What follows belongs to an exercise in optimizing a design on an open flow for small area; a production flow would make more cautious choices. Only simulation tests tie the RTL to the original design; equivalence was not proved. Power and IR drop assume default switching activity.

[flow/constraint.sdc]
create_clock -name core_clock -period 6.0 [get_ports {i_sys_clk}]
set_input_delay 1.2000 -clock core_clock [delete_from_list [all_inputs] [get_ports {i_sys_clk}]]
set_output_delay 1.2000 -clock core_clock [all_outputs]
set_load 0.01 [all_outputs]
[flow/run.sh]
#!/bin/bash
# synth_recipe.tcl (not shown) runs the flow's synth.tcl, then flattens the netlist and writes it again
# the make line also repeats each setting of config.mk as NAME=value (left out here)
make -C /OpenROAD-flow-scripts/flow DESIGN_CONFIG=/design/flow/config.mk WORK_HOME=/design/flow/orfs CLKGATE_MAP_FILE= SYNTH_SCRIPT=/design/flow/synth_recipe.tcl finish
[flow/config.mk]
export PLATFORM = sky130hd
export DESIGN_NAME = mii_arp_top
export DESIGN_NICKNAME = mii_arp_top
export VERILOG_FILES = /design/flow/design.v
export SDC_FILE = /design/flow/constraint.sdc
export NUM_CORES = 4
export LEC_CHECK = 0
export CAP_MARGIN = 20
export CORE_MARGIN = 2
export CORE_UTILIZATION = 40
export SLEW_MARGIN = 20
[flow/design.v]
package mii_arp_pkg;
    typedef struct packed {
        logic       is_lit;
        logic [6:0] dst;
        logic [7:0] src;
    } reply_copy_t;
    typedef struct packed {
        logic       is_lit;
        logic [6:0] dst;
        logic [7:0] value;
    } reply_lit_t;
    typedef union packed {
        reply_copy_t copy;
        reply_lit_t  lit;
    } reply_op_u;
    typedef struct packed {
        logic                  wr;
        logic [6-1:0] addr;
        logic [7:0]            data;
    } tx_wr_t;
    typedef struct packed {
        logic                frame_ready;
        logic [6:0] len;
    } rx_status_t;
endpackage
module mii_rx_capture (
    input  logic                    i_sys_clk,
    input  logic                    i_nreset,
    input  logic                    i_rx_enable,
    input  logic                    i_rx_dv,
    input  logic [3:0]              i_rx_data,
    input  logic                    i_release,
    input  logic [6-1:0]   i_rd_addr,
    output mii_arp_pkg::rx_status_t o_status,
    output logic [7:0]              o_rd_data
);
    logic [7:0]          rx_buf [64];
    logic [3:0]          low_nib;
    logic                last_dv;
    logic                accepting;
    logic                half_q;
    logic [6:0] byte_cnt;
    logic                start;
    logic                take;
    logic                nib_hi;
    logic [6:0] cur_byte;
    assign start = i_rx_dv && !last_dv;
    assign take = i_rx_dv && (start ? (i_rx_enable && !o_status.frame_ready) : accepting);
    assign nib_hi   = !start && half_q;
    assign cur_byte = start ? '0 : byte_cnt;
    always_ff @(posedge i_sys_clk) begin
        if (take && !nib_hi) begin
            low_nib <= i_rx_data;
        end
        if (take && nib_hi && cur_byte < 64) begin
            rx_buf[cur_byte[6-1:0]] <= {i_rx_data, low_nib};
        end
        o_rd_data <= rx_buf[i_rd_addr];
    end
    always_ff @(posedge i_sys_clk) begin
        if (!i_nreset) begin
            last_dv               <= 1'b0;
            accepting             <= 1'b0;
            half_q                <= 1'b0;
            byte_cnt              <= '0;
            o_status.frame_ready  <= 1'b0;
        end else begin
            last_dv   <= i_rx_dv;
            accepting <= take;
            if (take) begin
                half_q   <= ~nib_hi;
                byte_cnt <= cur_byte;
                if (nib_hi && !(&cur_byte)) begin
                    byte_cnt <= cur_byte + 1'b1;
                end
            end
            if (i_release) begin
                o_status.frame_ready <= 1'b0;
            end else if (accepting && !i_rx_dv) begin
                o_status.frame_ready <= 1'b1;
                o_status.len         <= byte_cnt;
            end
        end
    end
endmodule
module arp_reply_rom (
    input  logic [6-1:0]  i_step,
    output mii_arp_pkg::reply_op_u o_op
);
    localparam logic [47:0] OWN_MAC = 48'h1234_5678_9abc;
    localparam logic [31:0] OWN_IP  = {8'd10, 8'd69, 8'd69, 8'd42};
    localparam logic [255:0] LIT_BYTES = {
        {6{8'hff}},
        OWN_MAC,
        8'h08,
        8'h06,
        64'h0001_0800_0604_0002,
        OWN_MAC,
        OWN_IP
    };
    logic [4:0] lit_idx;
    assign lit_idx = 5'(i_step - 6'd8);
    always_comb begin
        o_op.lit.is_lit = 1'b1;
        o_op.lit.dst    = {1'b0, i_step};
        o_op.lit.value  = 8'h00;
        if (i_step < 6'd8) begin
            o_op.copy.is_lit = 1'b0;
            o_op.copy.src    = {2'b00, i_step};
        end else if (i_step < 6'd40) begin
            o_op.lit.value = LIT_BYTES[8'd255 - {lit_idx, 3'b000} -: 8];
        end else if (i_step < 50) begin
            o_op.copy.is_lit = 1'b0;
            o_op.copy.src    = 8'(i_step - 6'd10);
        end
    end
endmodule
module arp_responder (
    input  logic                    i_sys_clk,
    input  logic                    i_nreset,
    input  mii_arp_pkg::rx_status_t i_status,
    input  logic [7:0]              i_rd_data,
    input  logic                    i_tx_busy,
    output logic [6-1:0]   o_rd_addr,
    output logic                    o_release,
    output mii_arp_pkg::tx_wr_t     o_tx_wr,
    output logic                    o_tx_start
);
    typedef enum logic [2:0] {
        S_IDLE,
        S_READ_TYPE,
        S_DISPATCH,
        S_WALK,
        S_SEND,
        S_FINISH
    } state_t;
    state_t                state;
    logic [1:0]            type_cnt;
    logic [15:0]           eth_type;
    logic [6-1:0] step;
    logic                  phase;
    mii_arp_pkg::reply_op_u op;
    arp_reply_rom u_rom (
        .i_step (step),
        .o_op   (op)
    );
    always_comb begin
        o_rd_addr = 6'(21);
        if (state == S_WALK) begin
            o_rd_addr = op.copy.src[6-1:0];
        end else if (state == S_READ_TYPE && type_cnt == 2'd0) begin
            o_rd_addr = 6'(20);
        end
    end
    assign o_release = (state == S_FINISH);
    always_ff @(posedge i_sys_clk) begin
        if (!i_nreset) begin
            state      <= S_IDLE;
            type_cnt   <= 2'd0;
            step       <= '0;
            phase      <= 1'b0;
            o_tx_start <= 1'b0;
            o_tx_wr.wr <= 1'b0;
        end else begin
            o_tx_start <= 1'b0;
            o_tx_wr.wr <= 1'b0;
            case (state)
                S_IDLE: begin
                    if (i_status.frame_ready) begin
                        state    <= S_READ_TYPE;
                        type_cnt <= 2'd0;
                    end
                end
                S_READ_TYPE: begin
                    type_cnt <= type_cnt + 2'd1;
                    if (type_cnt == 2'd1) begin
                        eth_type[15:8] <= i_rd_data;
                    end
                    if (type_cnt == 2'd2) begin
                        eth_type[7:0] <= i_rd_data;
                        state         <= S_DISPATCH;
                    end
                end
                S_DISPATCH: begin
                    if (eth_type == {8'h08, 8'h06}
                            && i_status.len > 21) begin
                        state <= S_WALK;
                        step  <= '0;
                        phase <= 1'b0;
                    end else begin
                        state <= S_FINISH;
                    end
                end
                S_WALK: begin
                    phase <= ~phase;
                    if (phase) begin
                        o_tx_wr.wr   <= 1'b1;
                        o_tx_wr.addr <= op.lit.dst[6-1:0];
                        o_tx_wr.data <= op.lit.is_lit ? op.lit.value : i_rd_data;
                        if (step == 6'(50 - 1)) begin
                            state      <= S_SEND;
                            o_tx_start <= 1'b1;
                        end else begin
                            step <= step + 1'b1;
                        end
                    end
                end
                S_SEND: begin
                    if (!o_tx_start && !i_tx_busy) begin
                        state <= S_FINISH;
                    end
                end
                S_FINISH: begin
                    state <= S_IDLE;
                end
                default: begin
                    state <= S_IDLE;
                end
            endcase
        end
    end
endmodule
module frame_sender (
    input  logic                i_sys_clk,
    input  logic                i_nreset,
    input  mii_arp_pkg::tx_wr_t i_wr,
    input  logic                i_start,
    output logic                o_busy,
    output logic                o_tx_valid,
    output logic [7:0]          o_tx_data
);
    logic [7:0]            tx_buf [50];
    logic [6-1:0] rd_idx;
    always_ff @(posedge i_sys_clk) begin
        if (i_wr.wr) begin
            tx_buf[i_wr.addr] <= i_wr.data;
        end
        if (o_busy) begin
            o_tx_data <= tx_buf[rd_idx];
        end
    end
    always_ff @(posedge i_sys_clk) begin
        if (!i_nreset) begin
            o_busy     <= 1'b0;
            o_tx_valid <= 1'b0;
            rd_idx     <= '0;
        end else begin
            o_tx_valid <= o_busy;
            if (!o_busy) begin
                if (i_start) begin
                    o_busy <= 1'b1;
                    rd_idx <= '0;
                end
            end else begin
                rd_idx <= rd_idx + 1'b1;
                if (rd_idx == 6'(50 - 1)) begin
                    o_busy <= 1'b0;
                end
            end
        end
    end
endmodule
module mii_arp_top (
    input  logic       i_sys_clk,
    input  logic       i_nreset,
    input  logic       i_rx_enable,
    input  logic       i_rx_dv,
    input  logic [3:0] i_rx_data,
    output logic       o_tx_valid,
    output logic [7:0] o_tx_data
);
    mii_arp_pkg::rx_status_t rx_status;
    logic [6-1:0] rd_addr;
    logic [7:0]            rd_data;
    logic                  rx_release;
    mii_arp_pkg::tx_wr_t   tx_wr;
    logic                  tx_start;
    logic                  tx_busy;
    mii_rx_capture u_capture (
        .i_sys_clk   (i_sys_clk),
        .i_nreset    (i_nreset),
        .i_rx_enable (i_rx_enable),
        .i_rx_dv     (i_rx_dv),
        .i_rx_data   (i_rx_data),
        .i_release   (rx_release),
        .i_rd_addr   (rd_addr),
        .o_status    (rx_status),
        .o_rd_data   (rd_data)
    );
    arp_responder u_responder (
        .i_sys_clk  (i_sys_clk),
        .i_nreset   (i_nreset),
        .i_status   (rx_status),
        .i_rd_data  (rd_data),
        .i_tx_busy  (tx_busy),
        .o_rd_addr  (rd_addr),
        .o_release  (rx_release),
        .o_tx_wr    (tx_wr),
        .o_tx_start (tx_start)
    );
    frame_sender u_sender (
        .i_sys_clk  (i_sys_clk),
        .i_nreset   (i_nreset),
        .i_wr       (tx_wr),
        .i_start    (tx_start),
        .o_busy     (tx_busy),
        .o_tx_valid (o_tx_valid),
        .o_tx_data  (o_tx_data)
    );
endmodule
==> impl_metrics.env, run 1 <==
export IMPL_status="no timing/DRC/antenna violations"
export IMPL_drtPass1Iterations=6
export IMPL_dieArea_um2=100000
export IMPL_synth_warnings=4
export IMPL_p_sw_frac=0.196
export IMPL_max_vdd_ir_drop_mv=0.223
export IMPL_period_share=0.854
export IMPL_grt_antenna_before_repair=1
export IMPL_power_share_combinational=0.009
export IMPL_finalMaxSlewViolations=0
export IMPL_whs_path_depth=0
export IMPL_synthCells=2105
export IMPL_yosys_register_bits=987
export IMPL_r2r_end="u_capture.o_rd_data[1]"
export IMPL_worstPathRequired_ps=6520
export IMPL_arrival_ps=5640
export IMPL_io_buffers=16
export IMPL_internal_power_mw=11.1
export IMPL_multi_input_area_um2=9300
export IMPL_worst_hold_path_endpoint="u_capture.o_status[6]"
export IMPL_slew_headroom=0.224
export IMPL_antenna_cells=0
export IMPL_maxCapViolations=0
export IMPL_wl_per_cell_um=25.2
export IMPL_clkSinkCount=987
export IMPL_rsz0062_at_grt="no"
export IMPL_worst_setup_path_start_kind="register"
export IMPL_cp_max_fo=67
export IMPL_clock_skew_ps=30.5
export IMPL_avgViaCountPerCell=5.65
export IMPL_min_from="u_capture.byte_cnt[6]"
export IMPL_placed_cell_area_um2=40700
export IMPL_cts_setup_buffers=0
export IMPL_grt_max_degree=68
export IMPL_htreeDepth=3
export IMPL_drt_iter0_markers=2325
export IMPL_final_antenna_net_count=0
export IMPL_cts_tree="done"
export IMPL_root_buffer="clkbuf_16"
export IMPL_ys_dominant_reg_cell="edfxtp_1"
export IMPL_die_h_um=317
export IMPL_layoutNonFillerInstCount=3515
export IMPL_synth_cell_types=71
export IMPL_finalHoldViolCount=0
export IMPL_r2r_start="u_responder.step[4]"
export IMPL_fin_nets=2183
export IMPL_reg2regPathDepth=12
export IMPL_yosysSeqAreaShare=0.748
export IMPL_clock_latency_ps=650
export IMPL_finalCoreUtilization=0.454
export IMPL_placed_cells=3332
export IMPL_end_kind="register"
export IMPL_design_area_um2=43900
export IMPL_first_global_vias=19858
export IMPL_seqCellArea_um2=29200
export IMPL_tns_ps=0
export IMPL_synth_area_um2=39100
export IMPL_rows=114
export IMPL_fillers=8228
export IMPL_dp_hpwl_um=54800
export IMPL_clkTransAtPathRegs_ps=70
export IMPL_synth_enable_flop_cells=946
export IMPL_postCtsHoldBufs=0
export IMPL_drc=0
export IMPL_mostFrequentLayoutCells="946 x edfxtp_1, 195 x mux4_2, 168 x nor2_1"
export IMPL_worst_slew_pin_transition_ps=1160
export IMPL_grt_util_all_layers=0.178
export IMPL_totalWireLength_um=88600
export IMPL_syn_num_nets=2131
export IMPL_max_freq_mhz=195
export IMPL_die_w_um=317
export IMPL_ctsResizeCount=0
export IMPL_leakagePower_nw=13.9
export IMPL_ios=17
export IMPL_grt_pass1_wl_um=132000
export IMPL_final_common_cell="edfxtp_1"
export IMPL_period_needed_ps=5120
export IMPL_area_delta_synth_final_pct=12.3
export IMPL_drive_gt1_frac=0.184
export IMPL_power_density_nw_per_um2=314
export IMPL_core_area_um2=96700
export IMPL_async_reset_ff_frac=0
export IMPL_p_switching_mw=2.70
export IMPL_clock_power_share=0.446
export IMPL_gr_total_overflow=0
export IMPL_seq_power_share=0.544
export IMPL_numCtsBuffers=99
export IMPL_reg2reg_slack_ps=880
export IMPL_avgSynthCellArea_um2=18.6
export IMPL_clockBufferDepth=3
export IMPL_initial_core_util=0.404
export IMPL_critPathKind="register to register"
export IMPL_setup_viol=0
export IMPL_gp_congestion=0.877
export IMPL_via_count=19871
export IMPL_hold_class="register to register"
==> worst max path at each step <==
stage	start	to	slack (ps)	cells after the start
after global routing	u_responder.step[4]	u_capture.o_rd_data[2]	660	12
after detailed placement	u_responder.step[4]	u_capture.o_rd_data[1]	970	12
after global placement	u_responder.step[4]	u_capture.o_rd_data[1]	1100	12
after floorplan	u_responder.step[4]	u_capture.o_rd_data[5]	2660	13
after CTS	u_responder.step[4]	u_capture.o_rd_data[1]	940	12
final	u_responder.step[4]	u_capture.o_rd_data[1]	880	12
==> Yosys cell counts (5+ instances only) <==
cell | number | area [µm²]
edfxtp_1 | 946 | 28400
mux4_2 | 195 | 4390
nor2_1 | 169 | 634
nand2_1 | 142 | 533
mux2i_1 | 92 | 921
a21oi_1 | 54 | 270
clkbuf_1 | 50 | 188
dfxtp_1 | 41 | 821
buf_2 | 34 | 170
o22ai_1 | 31 | 194
nand3_1 | 29 | 145
nor3_1 | 23 | 115
o21ai_0 | 23 | 115
inv_1 | 19 | 71.3
ha_1 | 18 | 225
nor4_1 | 16 | 100
nor2b_1 | 15 | 93.8
nand2b_1 | 14 | 87.6
o221ai_1 | 14 | 123
nand4_1 | 13 | 81.3
o21ai_1 | 10 | 50.1
a211oi_1 | 9 | 67.6
a22oi_1 | 9 | 67.6
a311o_1 | 9 | 90.1
mux2_2 | 9 | 101
buf_1 | 8 | 30.0
and2_1 | 7 | 43.8
nor3b_1 | 7 | 52.6
xnor2_1 | 7 | 61.3
a311oi_1 | 6 | 52.6
nand3b_1 | 6 | 45.0
a31oi_1 | 5 | 31.3
buf_4 | 5 | 37.5
buf_6 | 5 | 56.3
==> final cells by class <==
class | instances | area share
inverters | 19 | 0.00162
repair buffers | 54 | 0.0103
multi-input cells | 996 | 0.212
clock buffers | 119 | 0.0588
clock inverters | 64 | 0.0149
flip-flops and latches | 987 | 0.666
well taps | 1276 | 0.0364
==> sequential cells by signal, summed over array words and instances (netlist names), 4 cells and up <==
name / flops
u_sender.rd_idx: 6
u_sender.o_tx_data: 8
u_responder.eth_type: 16
u_sender.tx_buf: 400
u_responder.step: 6
u_capture.rx_buf: 498
u_capture.byte_cnt: 7
u_capture.low_nib: 4
u_capture.o_rd_data: 8
u_responder.o_tx_wr: 15
u_capture.o_status: 7
==> routing by layer <==
layer / track usage / vias to the layer above / routed length (µm)
li1: - / 8609 / -
met1: 0.260 / 10397 / 39300
met2: 0.276 / 739 / 41200
met3: 0.0332 / 124 / 6410
met4: 0.0428 / 2 / 1640
met5: 0 / - / 13
==> kinds of logic after synthesis <==
logic type               synth area share
flip-flops                          0.748
buffers and inverters              0.0145
XOR/XNOR                          0.00179
adder cells (fa/ha/maj)           0.00576
AND/OR/NAND/NOR                    0.0550
AO/OA/AOI/OAI                      0.0362
multiplexers                        0.139
==> per-stage QoR <==
step / worst slack (ps) / total power, mW / hold WS, ps
final: 877 / 13.8 / 506
after CTS: 940 / 13.9 / 503
after floorplan: 2660 / 7.71 / 406
after global placement: 1100 / 7.77 / 456
after detailed placement: 970 / 7.77 / 488
after global routing: 661 / 14.1 / 523
==> power groups by stage <==
stage                     Clock (mW)  Combinational (mW)  Sequential, mW
after floorplan                    0              0.0614            7.65
after global placement             0               0.125            7.64
after detailed placement           0               0.130            7.64
after CTS                       6.24               0.131            7.50
after global routing            6.50               0.140            7.49
final                           6.14               0.129            7.50
==> critical path: stages (launching register included) <==
cell and delay, ps:
dfxtp_1 600, inv_1 230, ha_1 680, inv_1 200
a311o_1 420, a221o_4 460, nand2_8 530, buf_4 340
mux4_2 510, nand2_1 80, o221ai_1 140, nor4_1 530
nor3_1 140
==> run 2: changes to the inputs <==
==> flow/design.v (replaced) <==
module mii_arp_top (
    input  logic       i_sys_clk,
    input  logic       i_nreset,
    input  logic       i_rx_enable,
    input  logic       i_rx_dv,
    input  logic [3:0] i_rx_data,
    output logic       o_tx_valid,
    output logic [7:0] o_tx_data
);
    localparam logic [7:0] CNT_END   = 8'd21;
    localparam logic [7:0] CNT_FREE  = 8'd26;
    localparam logic [7:0] CNT_COPY2 = 8'd168;
    localparam logic [7:0] CNT_DONE  = 8'd178;
    logic       last_dv;
    logic       acc;       
    logic       busy;      
    logic       arp;       
    logic [7:0] cnt;
    logic [3:0] low_nib;
    logic [7:0] pre_q [8];    
    logic [7:0] snd_q [10];   
    logic [3:0] ofs;
    logic       start_acc;
    logic       frame_end;
    logic       wr;
    logic [6:0] bidx;
    logic [7:0] rx_byte;
    logic       wr_pre;
    logic       wr_snd;
    logic       tx_on;
    logic       kick;
    logic       rot;
    logic       shift_snd;
    logic [5:0] idx;
    logic [7:0] lit;
    assign start_acc = i_rx_dv && !last_dv && i_rx_enable && !busy;
    assign frame_end = acc && !i_rx_dv;
    assign wr        = acc && i_rx_dv && cnt[0];
    assign bidx      = cnt[7:1];
    assign rx_byte   = {i_rx_data, low_nib};
    assign wr_pre    = wr && bidx < 7'd8;
    assign wr_snd    = wr && bidx >= 7'd30 && bidx < 7'd40;
    assign tx_on     = busy && cnt[7];
    assign kick      = busy && cnt == CNT_COPY2;
    assign rot       = ofs != 4'd0 && !(acc && cnt >= 8'd60);
    assign shift_snd = wr_snd || kick || rot;
    always_ff @(posedge i_sys_clk) begin
        low_nib <= i_rx_data;
        if (wr_pre || tx_on) begin
            for (int k = 0; k < 7; k++) pre_q[k] <= pre_q[k+1];
            pre_q[7] <= rx_byte;
        end
        if (shift_snd) begin
            for (int k = 0; k < 9; k++) snd_q[k] <= snd_q[k+1];
            snd_q[9] <= wr_snd ? rx_byte : snd_q[0];
            if ((wr_snd && bidx == 7'd30) || kick) begin
                ofs <= 4'd1;
            end else begin
                ofs <= (ofs == 4'd9) ? 4'd0 : ofs + 4'd1;
            end
        end
        if (start_acc) begin
            arp <= 1'b1;
        end else if (acc && i_rx_dv && cnt[7:2] == 6'd10) begin
            case (cnt[1:0])
                2'd0: arp <= arp && i_rx_data == 4'h8;
                2'd2: arp <= arp && i_rx_data == 4'h6;
                default: arp <= arp && i_rx_data == 4'h0;
            endcase
        end else if (frame_end) begin
            arp <= arp && cnt >= 8'd44;
        end
        if (start_acc) begin
            cnt <= 8'd1;
        end else if (frame_end) begin
            cnt <= CNT_END;
        end else if (busy || !cnt[7]) begin
            cnt <= cnt + 8'd1;
        end
    end
    always_ff @(posedge i_sys_clk) begin
        if (!i_nreset) begin
            last_dv <= 1'b0;
            acc     <= 1'b0;
            busy    <= 1'b0;
        end else begin
            last_dv <= i_rx_dv;
            acc     <= start_acc || (acc && i_rx_dv);
            if (frame_end) begin
                busy <= 1'b1;
            end else if ((cnt == CNT_FREE && !arp) || cnt == CNT_DONE) begin
                busy <= 1'b0;
            end
        end
    end
    localparam logic [255:0] LIT_BYTES = {
        48'hffff_ffff_ffff,
        48'h1234_5678_9abc,
        16'h0806,
        64'h0001_0800_0604_0002,
        48'h1234_5678_9abc,
        32'h0a45_452a
    };
    assign idx = cnt[5:0];
    always_comb begin
        lit = 8'h00;
        for (int k = 0; k < 32; k++) begin
            if (idx == 6'(k + 8)) lit = LIT_BYTES[255 - 8*k -: 8];
        end
    end
    assign o_tx_valid = busy && arp && cnt[7] && cnt != CNT_DONE;
    assign o_tx_data  = (idx < 6'd8) ? pre_q[0] : (idx < 6'd40) ? lit : snd_q[0];
endmodule
--- a/flow/config.mk
+++ b/flow/config.mk
@@ -7,2 +7,3 @@
 export LEC_CHECK = 0
+export ABC_AREA = 1
 export CAP_MARGIN = 20
@@ -10,2 +11,5 @@
 export CORE_UTILIZATION = 40
+export CTS_BUF_LIST = sky130_fd_sc_hd__clkbuf_8
+export CTS_CLUSTER_DIAMETER = 100
+export CTS_CLUSTER_SIZE = 40
 export SLEW_MARGIN = 20
==> impl_metrics.env, run 2 <==
export IMPL_status="no timing/DRC/antenna violations"
export IMPL_avgViaCountPerCell=4.87
export IMPL_avgSynthCellArea_um2=13.5
export IMPL_period_share=0.738
export IMPL_ys_top_cells_by_area="edfxtp_1 72%, nand2_1 5.8%, dfxtp_1 5.2%, nor2_1 2.8%, inv_1 2.3%"
export IMPL_antenna_cells=0
export IMPL_finalHoldViolCount=0
export IMPL_synthCells=457
export IMPL_postCtsHoldBufs=0
export IMPL_ys_dominant_reg_cell="edfxtp_1"
export IMPL_gr_total_overflow=0
export IMPL_syn_num_nets=472
export IMPL_reg2regPathDepth=6
export IMPL_setup_ws_ps=1570
export IMPL_drc=0
export IMPL_placed_cells=659
export IMPL_synth_top_area_frac=0.719
export IMPL_power_density_nw_per_um2=484
export IMPL_max_freq_mhz=226
export IMPL_yosysMostFrequentCell="edfxtp_1"
export IMPL_crit_start="cnt[0]"
export IMPL_dp_hpwl_um=7260
export IMPL_cts_tree="done"
export IMPL_reg2reg_slack_ps=3280
export IMPL_synth_warnings=3
export IMPL_worst_setup_path_start_kind="register"
export IMPL_tns_ps=0
export IMPL_final_antenna_net_count=0
export IMPL_ios=17
export IMPL_worstPathRequired_ps=4800
export IMPL_gp_congestion=0.865
export IMPL_totalWireLength_um=10700
export IMPL_period_needed_ps=4430
export IMPL_wl_per_cell_um=15.5
export IMPL_end_kind="output port"
export IMPL_area_delta_synth_final_pct=13.9
export IMPL_rsz0062_at_grt="no"
export IMPL_critical_path_endpoint="o_tx_data[1]"
export IMPL_synth_enable_flop_cells=148
export IMPL_async_reset_ff_frac=0
export IMPL_finalMaxSlewViolations=0
export IMPL_synth_largest_area_cell="edfxtp_1"
export IMPL_clock_latency_ps=440
export IMPL_final_common_cell="edfxtp_1"
export IMPL_setup_viol=0
export IMPL_leakagePower_nw=2.66
export IMPL_htreeDepth=4
export IMPL_largest_register_ffs=80
export IMPL_grt_util_all_layers=0.139
export IMPL_drt_iter0_markers=264
export IMPL_maxCapViolations=0
export IMPL_clockBufferDepth=2
export IMPL_dieArea_um2=16500
export IMPL_clkTransAtPathRegs_ps=80
export IMPL_drtPass1Iterations=7
export IMPL_die_w_um=128
export IMPL_slew_headroom=0.466
export IMPL_grt_pass1_wl_um=17100
export IMPL_pre_cts_slack_ps=2040
export IMPL_hold_class="register to register"
export IMPL_layoutNonFillerInstCount=691
export IMPL_mostFrequentLayoutCells="148 x edfxtp_1, 95 x nand2_1, 46 x nor2_1"
export IMPL_power_mw=3.41
export IMPL_r2r_start="cnt[5]"
export IMPL_whs_ps=410
export IMPL_arrival_ps=3230
export IMPL_initial_core_util=0.408
export IMPL_via_count=3363
export IMPL_grt_max_degree=85
export IMPL_max_vdd_ir_drop_mv=0.218
export IMPL_ctsResizeCount=0
export IMPL_root_buffer="clkbuf_8"
export IMPL_numCtsBuffers=17
export IMPL_core_area_um2=15100
export IMPL_grt_antenna_before_repair=0
export IMPL_worst_slew_pin_transition_ps=801
export IMPL_rows=45
export IMPL_r2r_end="snd_q[9][2]"
export IMPL_clkSinkCount=164
export IMPL_first_global_vias=3237
export IMPL_yosys_register_bits=164
export IMPL_yosysSeqAreaShare=0.771
export IMPL_die_h_um=128
export IMPL_drive_gt1_frac=0.107
export IMPL_cts_setup_buffers=0
export IMPL_netlist_top_cells_count="148 x edfxtp_1, 96 x nand2_1, 46 x nor2_1"
export IMPL_critPathKind="register to output port"
export IMPL_io_buffers=16
export IMPL_cp_max_fo=7
export IMPL_fin_nets=505
export IMPL_clock_skew_ps=9.97
export IMPL_synth_area_um2=6180
export IMPL_synth_cell_types=38
run 2: cell types whose count changed in the layout (fill, tap and decap cells not counted), sizes merged, moves of 44 or more:
cell	before	now
nor2	169	52
clkbuf	119	17
edfxtp	946	148
mux2i	92	0
mux4	195	0
a21oi	54	8
nand2	143	99
run 2: metrics by stage:
step                      utilization  instance area [µm²]
after CTS                       0.464                 7030
after global placement          0.435                 6580
after floorplan                     -                 6180
after global routing            0.465                 7040
final                           0.465                 7040
after detailed placement        0.435                 6580
run 2: cell families (layout without fill, tap and decap cells):
kind of cell,after synthesis,in the layout,synth area share
flip-flops,164,164,0.771
AND/OR/NAND/NOR,201,201,0.147
AO/OA/AOI/OAI,31,31,0.0312
XOR/XNOR,3,3,0.00425
buffers and inverters,51,97,0.0324
adder cells (fa/ha/maj),7,7,0.0142
run 2: area by class of cell:
class / instances / area [µm²]
Timing Repair Buffer: 17 / 168
Tap cell: 188 / 235
Inverter: 48 / 180
Sequential cell: 164 / 4760
Clock buffer: 17 / 234
Multi-Input combinational cell: 242 / 1240
Clock inverter: 15 / 213
Fill cell: 1316 / 8110
run 2: worst min-delay path by stage:
stage / start / end / slack (ps) / cells past startpoint
3_3_place_gp: pre_q[5][7] / pre_q[4][7] / 400 / 0
2_1_floorplan: pre_q[1][0] / pre_q[0][0] / 400 / 0
6_report: pre_q[5][4] / pre_q[4][4] / 410 / 0
4_1_cts: pre_q[5][4] / pre_q[4][4] / 410 / 0
5_1_grt: snd_q[3][0] / snd_q[2][0] / 410 / 0
3_5_place_dp: pre_q[2][7] / pre_q[1][7] / 400 / 0
run 2: power breakdown:
group	total [mW]	internal, mW	leakage (nW)	switching, mW
registers	1.85	1.71	1.59	0.143
logic	0.675	0.248	0.833	0.426
clock network	0.881	0.493	0.235	0.388
total	3.41	2.45	2.66	0.958
run 2: layer usage:
metal	vias to the layer above	GRT usage	wire length, µm	part of all wire
met5	-	0	0	0
met2	63	0.197	4820	0.45
met1	1623	0.203	5410	0.50
met4	0	0.0511	136	0.013
li1	1666	-	-	-
met3	11	0.0413	373	0.035
run 2: critical path, cell delays in order (launching register included):
cell and delay, ps:
dfxtp_1 360, inv_1 150, ha_1 380, nand2_1 210
nor2_1 260, inv_2 90, nand2_1 70, nand2_1 40
nand2_1 50, nand2_1 50, nand2_1 60, nand2_1 50
nand2_1 50, nand2_1 40, nand2_1 50, nand2_1 40
nand2_1 50, nand2_1 40, nand2_1 50, nand2_1 50
nand4_1 90, clkdlybuf4s50_1 540
==> run 3: changes to the inputs <==
--- a/flow/config.mk
+++ b/flow/config.mk
@@ -7,3 +7,2 @@
 export LEC_CHECK = 0
-export ABC_AREA = 1
 export CAP_MARGIN = 20
@@ -11,5 +10,2 @@
 export CORE_UTILIZATION = 40
-export CTS_BUF_LIST = sky130_fd_sc_hd__clkbuf_8
-export CTS_CLUSTER_DIAMETER = 100
-export CTS_CLUSTER_SIZE = 40
 export SLEW_MARGIN = 20
==> impl_metrics.env, run 3 <==
export IMPL_status="no timing/DRC/antenna violations"
export IMPL_synth_enable_flop_cells=148
export IMPL_synth_warnings=3
export IMPL_postCtsHoldBufs=0
export IMPL_cts_tree="done"
export IMPL_mostFrequentLayoutCells="148 x edfxtp_1, 28 x nor2_1, 21 x nand2_1"
export IMPL_max_vdd_ir_drop_mv=0.272
export IMPL_end_kind="output port"
export IMPL_setup_viol=0
export IMPL_cp_max_fo=25
export IMPL_rows=46
export IMPL_core_area_um2=15800
export IMPL_slew_headroom=0.416
export IMPL_root_buffer="clkbuf_16"
export IMPL_setup_ws_ps=1220
export IMPL_ctsResizeCount=0
export IMPL_critPathKind="register to output port"
export IMPL_finalCoreUtilization=0.470
export IMPL_syn_num_nets=452
export IMPL_leakagePower_nw=2.53
export IMPL_clkTransAtPathRegs_ps=60
export IMPL_largest_register_ffs=80
export IMPL_worstPathRequired_ps=4800
export IMPL_worst_hold_path_endpoint="snd_q[6][2]"
export IMPL_r2r_end="snd_q[9][1]"
export IMPL_ys_top_cells_by_area="edfxtp_1 69%, dfxtp_1 5.0%, nor2_1 1.6%, mux2_2 1.6%, a21oi_1 1.4%"
export IMPL_design_area_um2=7440
export IMPL_p_sw_frac=0.288
export IMPL_worst_setup_path_start_kind="register"
export IMPL_rsz0062_at_grt="no"
export IMPL_totalWireLength_um=12100
export IMPL_pre_cts_slack_ps=1680
export IMPL_finalHoldViolCount=0
export IMPL_synth_top_area_frac=0.689
export IMPL_wl_per_cell_um=17.7
export IMPL_synth_area_um2=6450
export IMPL_finalMaxSlewViolations=0
export IMPL_clock_power_share=0.285
export IMPL_yosys_register_bits=164
export IMPL_area_delta_synth_final_pct=15.2
export IMPL_netlist_top_cells_count="148 x edfxtp_1, 28 x nor2_1, 23 x nand2_1"
export IMPL_power_density_nw_per_um2=505
export IMPL_drc=0
export IMPL_gr_total_overflow=0
export IMPL_placed_cell_area_um2=6820
export IMPL_io_buffers=16
export IMPL_reg2reg_slack_ps=2730
export IMPL_r2r_start="cnt[5]"
export IMPL_whs_path_depth=0
export IMPL_dp_hpwl_um=7730
export IMPL_first_global_vias=3542
export IMPL_async_reset_ff_frac=0
export IMPL_power_share_combinational=0.220
export IMPL_period_needed_ps=4780
export IMPL_clkSinkCount=164
export IMPL_p_switching_mw=1.08
export IMPL_reg2regPathDepth=7
export IMPL_drt_iter0_markers=427
export IMPL_grt_antenna_before_repair=0
export IMPL_die_w_um=131
export IMPL_hold_class="register to register"
export IMPL_die_h_um=131
export IMPL_antenna_cells=0
export IMPL_ios=17
export IMPL_ys_dominant_reg_cell="edfxtp_1"
export IMPL_worst_slew_pin_transition_ps=875
export IMPL_cts_setup_buffers=0
export IMPL_final_common_cell="edfxtp_1"
export IMPL_yosysMostFrequentCell="edfxtp_1"
export IMPL_gp_congestion=0.872
export IMPL_maxCapViolations=0
export IMPL_layoutNonFillerInstCount=680
export IMPL_arrival_ps=3580
export IMPL_fillers=1375
export IMPL_htreeDepth=4
export IMPL_final_antenna_net_count=0
export IMPL_placed_cells=648
export IMPL_dieArea_um2=17200
export IMPL_synth_cell_types=61
export IMPL_drive_gt1_frac=0.108
export IMPL_grt_max_degree=85
export IMPL_grt_pass1_wl_um=19300
export IMPL_numCtsBuffers=17
export IMPL_min_from="snd_q[7][2]"
export IMPL_max_freq_mhz=209
export IMPL_synthCells=437
export IMPL_drtPass1Iterations=5
export IMPL_clock_skew_ps=6.79
export IMPL_internal_power_mw=2.68
export IMPL_grt_util_all_layers=0.152
export IMPL_synth_largest_area_cell="edfxtp_1"
export IMPL_tns_ps=0
export IMPL_via_count=3590
export IMPL_period_share=0.797
export IMPL_avgSynthCellArea_um2=14.8
export IMPL_clock_latency_ps=410
export IMPL_initial_core_util=0.408
export IMPL_avgViaCountPerCell=5.28
export IMPL_fin_nets=467
export IMPL_yosysSeqAreaShare=0.738
export IMPL_seq_power_share=0.494
export IMPL_clockBufferDepth=2
-- run 3: changes by cell type after synthesis, sizes merged, moves of 9 or more --
cell    before  now
nand3       30   10
inv         47    9
nand2       99   23
mux2         0    9
a21oi        8   18
clkbuf       1   14
nor2        52   28
buf          2   12
-- run 3: cell families (layout without fill, tap and decap cells) --
logic type,Yosys count,in the layout,share of synthesized area
AO/OA/AOI/OAI,86,86,0.0925
XOR/XNOR,8,8,0.0109
adder cells (fa/ha/maj),7,7,0.0136
buffers and inverters,35,62,0.0221
flip-flops,164,164,0.738
multiplexers,9,9,0.0157
AND/OR/NAND/NOR,128,128,0.107
-- run 3: routing by layer --
layer  up-vias  share of wire  global-route usage
li1       1714              -                   -
met1      1788           0.48               0.214
met2        73           0.47               0.227
met3        15          0.034              0.0387
met4         0          0.017              0.0588
met5         -              0                   0
-- run 3: power by group through the flow --
stage	combinational (mW)	clock [mW]	sequential (mW)
floorplan	0.571	0	1.82
global placement	0.815	0	1.86
detailed placement	0.811	0	1.89
CTS	0.816	1.10	1.87
global route	0.929	1.15	1.89
finish	0.828	1.07	1.86
-- run 3: area by class of cell --
class                   count  area (µm²)  share of cell area
clock buffers              17         425              0.0572
multi-input cells         238        1560               0.209
clock inverters            14         160              0.0215
inverters                   9        33.8             0.00454
repair buffers             22         225              0.0303
well taps                 216         270              0.0363
flip-flops and latches    164        4760               0.641
-- run 3: worst max-delay path by stage --
stage	start	endpoint	slack [ps]	cells past startpoint
2_1_floorplan	i_rx_dv	ofs[0]	1980	4
3_3_place_gp	cnt[0]	o_tx_data[1]	1740	8
3_5_place_dp	cnt[0]	o_tx_data[6]	1680	7
4_1_cts	cnt[0]	o_tx_data[6]	1220	7
5_1_grt	cnt[0]	o_tx_data[1]	850	7
6_report	cnt[0]	o_tx_data[6]	1220	7
-- run 3: through the flow --
step	hold slack (ps)	total power [mW]
after global routing	422	3.97
after detailed placement	405	2.70
after floorplan	400	2.39
after CTS	413	3.79
after global placement	401	2.68
final	417	3.76
-- run 3: critical path, cell delays in order (launching register included) --
cell	delay, ps
dfxtp_1	480
ha_1	790
nor4_1	190
a2111oi_2	580
nand3b_1	230
and2_1	190
o21ai_0	150
clkdlybuf4s50_1	560
==> run 4: changes to the inputs <==
==> flow/flow/run.sh (new file) <==
#!/bin/bash
set -o pipefail
export BUFFER_PORTS_ARGS="-buffer_cell sky130_fd_sc_hd__buf_1"
export CTS_ARGS="-sink_clustering_enable -repair_clock_nets -dont_use_dummy_load -buf_list sky130_fd_sc_hd__clkbuf_8"
cp standard.sh standard.sh.txt
bash standard.sh > standard.log 2>&1
==> flow/standard.sh (new file) <==
#!/bin/bash
# synth_recipe.tcl (not shown) runs the flow's synth.tcl, then flattens the netlist and writes it again
# the make line also repeats each setting of config.mk as NAME=value (left out here)
make -C /OpenROAD-flow-scripts/flow DESIGN_CONFIG=/design/flow/config.mk WORK_HOME=/design/flow/orfs CLKGATE_MAP_FILE= SYNTH_SCRIPT=/design/flow/synth_recipe.tcl "${@:-finish}"
--- a/flow/config.mk
+++ b/flow/config.mk
@@ -7,2 +7,3 @@
 export LEC_CHECK = 0
+export ABC_AREA = 1
 export CAP_MARGIN = 20
removed: flow/run.sh
==> impl_metrics.env, run 4 <==
export IMPL_die_h_um=128
export IMPL_worst_slew_pin_transition_ps=803
export IMPL_ios=17
export IMPL_ys_top_cells_by_area="edfxtp_1 72%, nand2_1 5.8%, dfxtp_1 5.2%, nor2_1 2.8%, inv_1 2.3%"
export IMPL_critical_path_cell_chain="inv_1 -> ha_1 -> nand2_1 -> nor2_1 -> inv_2 -> nand2_1 -> nand2_1 -> nand2_1 -> nand2_1 -> nand2_1 -> nand2_1 -> nand2_1 -> nand2_1 -> nand2_1 -> nand2_1 -> nand2_1 -> nand2_1 -> nand2_1 -> nand2_1 -> nand4_1 -> buf_1"
export IMPL_yosysMostFrequentCell="edfxtp_1"
export IMPL_root_buffer="clkbuf_8"
export IMPL_grt_antenna_before_repair=0
export IMPL_clockBufferDepth=2
export IMPL_rsz0062_at_grt="no"
export IMPL_yosys_register_bits=164
export IMPL_fin_nets=506
export IMPL_arrival_ps=2950
export IMPL_clkTransAtPathRegs_ps=70
export IMPL_dp_hpwl_um=7210
export IMPL_tns_ps=0
export IMPL_postCtsHoldBufs=0
export IMPL_synthCells=457
export IMPL_avgViaCountPerCell=5.02
export IMPL_worstPathRequired_ps=4800
export IMPL_cts_setup_buffers=0
export IMPL_final_antenna_net_count=0
export IMPL_crit_top_cell="nand2_1"
export IMPL_cts_tree="done"
export IMPL_period_share=0.692
export IMPL_syn_num_nets=472
export IMPL_finalMaxSlewViolations=0
export IMPL_end_kind="output port"
export IMPL_ctsResizeCount=0
export IMPL_clock_latency_ps=440
export IMPL_initial_core_util=0.408
export IMPL_leakagePower_nw=2.51
export IMPL_wl_per_cell_um=15.9
export IMPL_gp_congestion=0.872
export IMPL_ys_dominant_reg_cell="edfxtp_1"
export IMPL_htreeDepth=4
export IMPL_antenna_cells=0
export IMPL_grt_util_all_layers=0.139
export IMPL_setup_viol=0
export IMPL_core_area_um2=15100
export IMPL_yosysSeqAreaShare=0.771
export IMPL_max_vdd_ir_drop_mv=0.189
export IMPL_largest_register_ffs=80
export IMPL_mostFrequentLayoutCells="148 x edfxtp_1, 95 x nand2_1, 46 x nor2_1"
export IMPL_period_needed_ps=4150
export IMPL_cp_max_fo=7
export IMPL_pre_cts_slack_ps=2310
export IMPL_synth_largest_area_cell="edfxtp_1"
export IMPL_totalWireLength_um=10800
export IMPL_io_buffers=16
export IMPL_drc=0
export IMPL_setup_ws_ps=1850
export IMPL_clkSinkCount=164
export IMPL_synth_enable_flop_cells=148
export IMPL_die_w_um=128
export IMPL_avgSynthCellArea_um2=13.5
export IMPL_grt_max_degree=65
export IMPL_async_reset_ff_frac=0
export IMPL_drtPass1Iterations=6
export IMPL_critPathMaxStageDelay_ps=410
export IMPL_slew_headroom=0.465
export IMPL_finalHoldViolCount=0
export IMPL_critPathKind="register to output port"
export IMPL_power_density_nw_per_um2=454
export IMPL_max_freq_mhz=241
export IMPL_numCtsBuffers=17
export IMPL_drive_gt1_frac=0.0879
export IMPL_crit_family="simple AND/OR/NAND/NOR gates"
export IMPL_drt_iter0_markers=214
export IMPL_dieArea_um2=16500
export IMPL_final_common_cell="edfxtp_1"
export IMPL_clock_skew_ps=20.1
export IMPL_path_buf_inv=3
export IMPL_via_count=3397
export IMPL_rows=45
export IMPL_hold_class="register to register"
export IMPL_synth_top_area_frac=0.719
export IMPL_first_global_vias=3296
export IMPL_crit_slowest_cell="ha_1"
export IMPL_area_delta_synth_final_pct=8.83
export IMPL_synth_area_um2=6180
export IMPL_worst_setup_path_start_kind="register"
export IMPL_synth_warnings=3
export IMPL_maxCapViolations=0
export IMPL_netlist_top_cells_count="148 x edfxtp_1, 96 x nand2_1, 46 x nor2_1"
export IMPL_gr_total_overflow=0
export IMPL_synth_cell_types=38
export IMPL_grt_pass1_wl_um=17000
export IMPL_status="no timing/DRC/antenna violations"
## run 4: changes by cell type in the layout (fill, tap and decap cells not counted), sizes merged, moves of 9 or more
| cell | previous run | this run |
|---|---|---|
| nand3 | 10 | 30 |
| a21oi | 18 | 8 |
| inv | 11 | 47 |
| nor2 | 28 | 52 |
| clkdlybuf4s50 | 16 | 0 |
| mux2 | 9 | 0 |
| nand2 | 23 | 99 |
| buf | 6 | 18 |
## run 4: worst paths after layout
kind                             startpoint      endpoint  slack (ps)  cells after the start
worst min register to register  pre_q[4][1]   pre_q[3][1]         410                      0
worst min-delay path            pre_q[4][1]   pre_q[3][1]         410                      0
worst max-delay path                 cnt[0]  o_tx_data[1]        1850                     21
worst max register to register       cnt[5]        ofs[3]        2720                      7
## run 4: layer usage
layer	GRT usage	share of wire	up-vias
li1	-	-	1658
met1	0.196	0.50	1657
met2	0.199	0.43	67
met3	0.0392	0.049	15
met4	0.0640	0.019	0
met5	0	0	-
## run 4: cell type report
class	count	area (µm²)
sequential	164	4760
clock buffer	17	234
timing repair buffer	18	75.1
tap	188	235
inverter	48	180
fill	1349	8420
multi-input combinational	242	1240
## run 4: kinds of logic after synthesis
family / Yosys count / synth area share
and+or+nand+nor: 201 / 0.147
buffers and inverters: 51 / 0.0324
DFF: 164 / 0.771
adders and majority gates: 7 / 0.0142
AOI/OAI and AO/OA: 31 / 0.0312
xor gates and xnor gates: 3 / 0.00425
## run 4: power by group
group,total (mW),internal (mW),switching [mW]
sequential,1.86,1.71,0.145
clock,0.568,0.250,0.319
combinational,0.628,0.189,0.439
total,3.05,2.15,0.903
## run 4: metrics by stage
| stage | cells | hold WS [ps] | power, mW | util | instance area (µm²) |
|---|---|---|---|---|---|
| 2_1_floorplan | 457 | 400 | 2.28 | - | 6180 |
| 3_3_place_gp | 660 | 400 | 2.49 | 0.429 | 6490 |
| 6_report | 677 | 412 | 3.05 | 0.444 | 6730 |
| 3_5_place_dp | 660 | 405 | 2.51 | 0.429 | 6490 |
| 5_1_grt | 677 | 414 | 3.24 | 0.444 | 6730 |
| 4_1_cts | 677 | 412 | 3.09 | 0.444 | 6730 |

separate check: timing with driven ports:
The results above use ideal ports. As a check the final layouts listed here were re-extracted and re-timed, cells and wires unchanged. Step 1 assumes that a clkbuf_16 drives the clock port and a buf_2 every other input. Step 2 also shifts input and output timing later by t, the mid clock arrival at the registers, as if the neighbouring blocks saw the same clock. Three values: no drivers, after step 1, after step 2; two values: the first two.
| run | t (ns) | setup WS [ns] | worst hold slack (ns) | clock arrival spread, ns | pins driven straight from the clock port |
|---|---|---|---|---|---|
| run 1 | 0.703 | 0.877 / 0.877 / 0.877 | 0.506 / 0.506 / 0.506 | 0.042 / 0.042 | 1 |
| run 2 | 0.466 | 1.571 / 1.536 / 2.002 | 0.410 / 0.410 / 0.410 | 0.010 / 0.011 | 1 |
| run 3 | 0.447 | 1.219 / 1.181 / 1.628 | 0.417 / 0.417 / 0.417 | 0.007 / 0.007 | 1 |
| run 4 | 0.461 | 1.850 / 1.817 / 2.277 | 0.412 / 0.412 / 0.412 | 0.021 / 0.021 | 1 |
After both steps setup and hold are still met in every run listed.
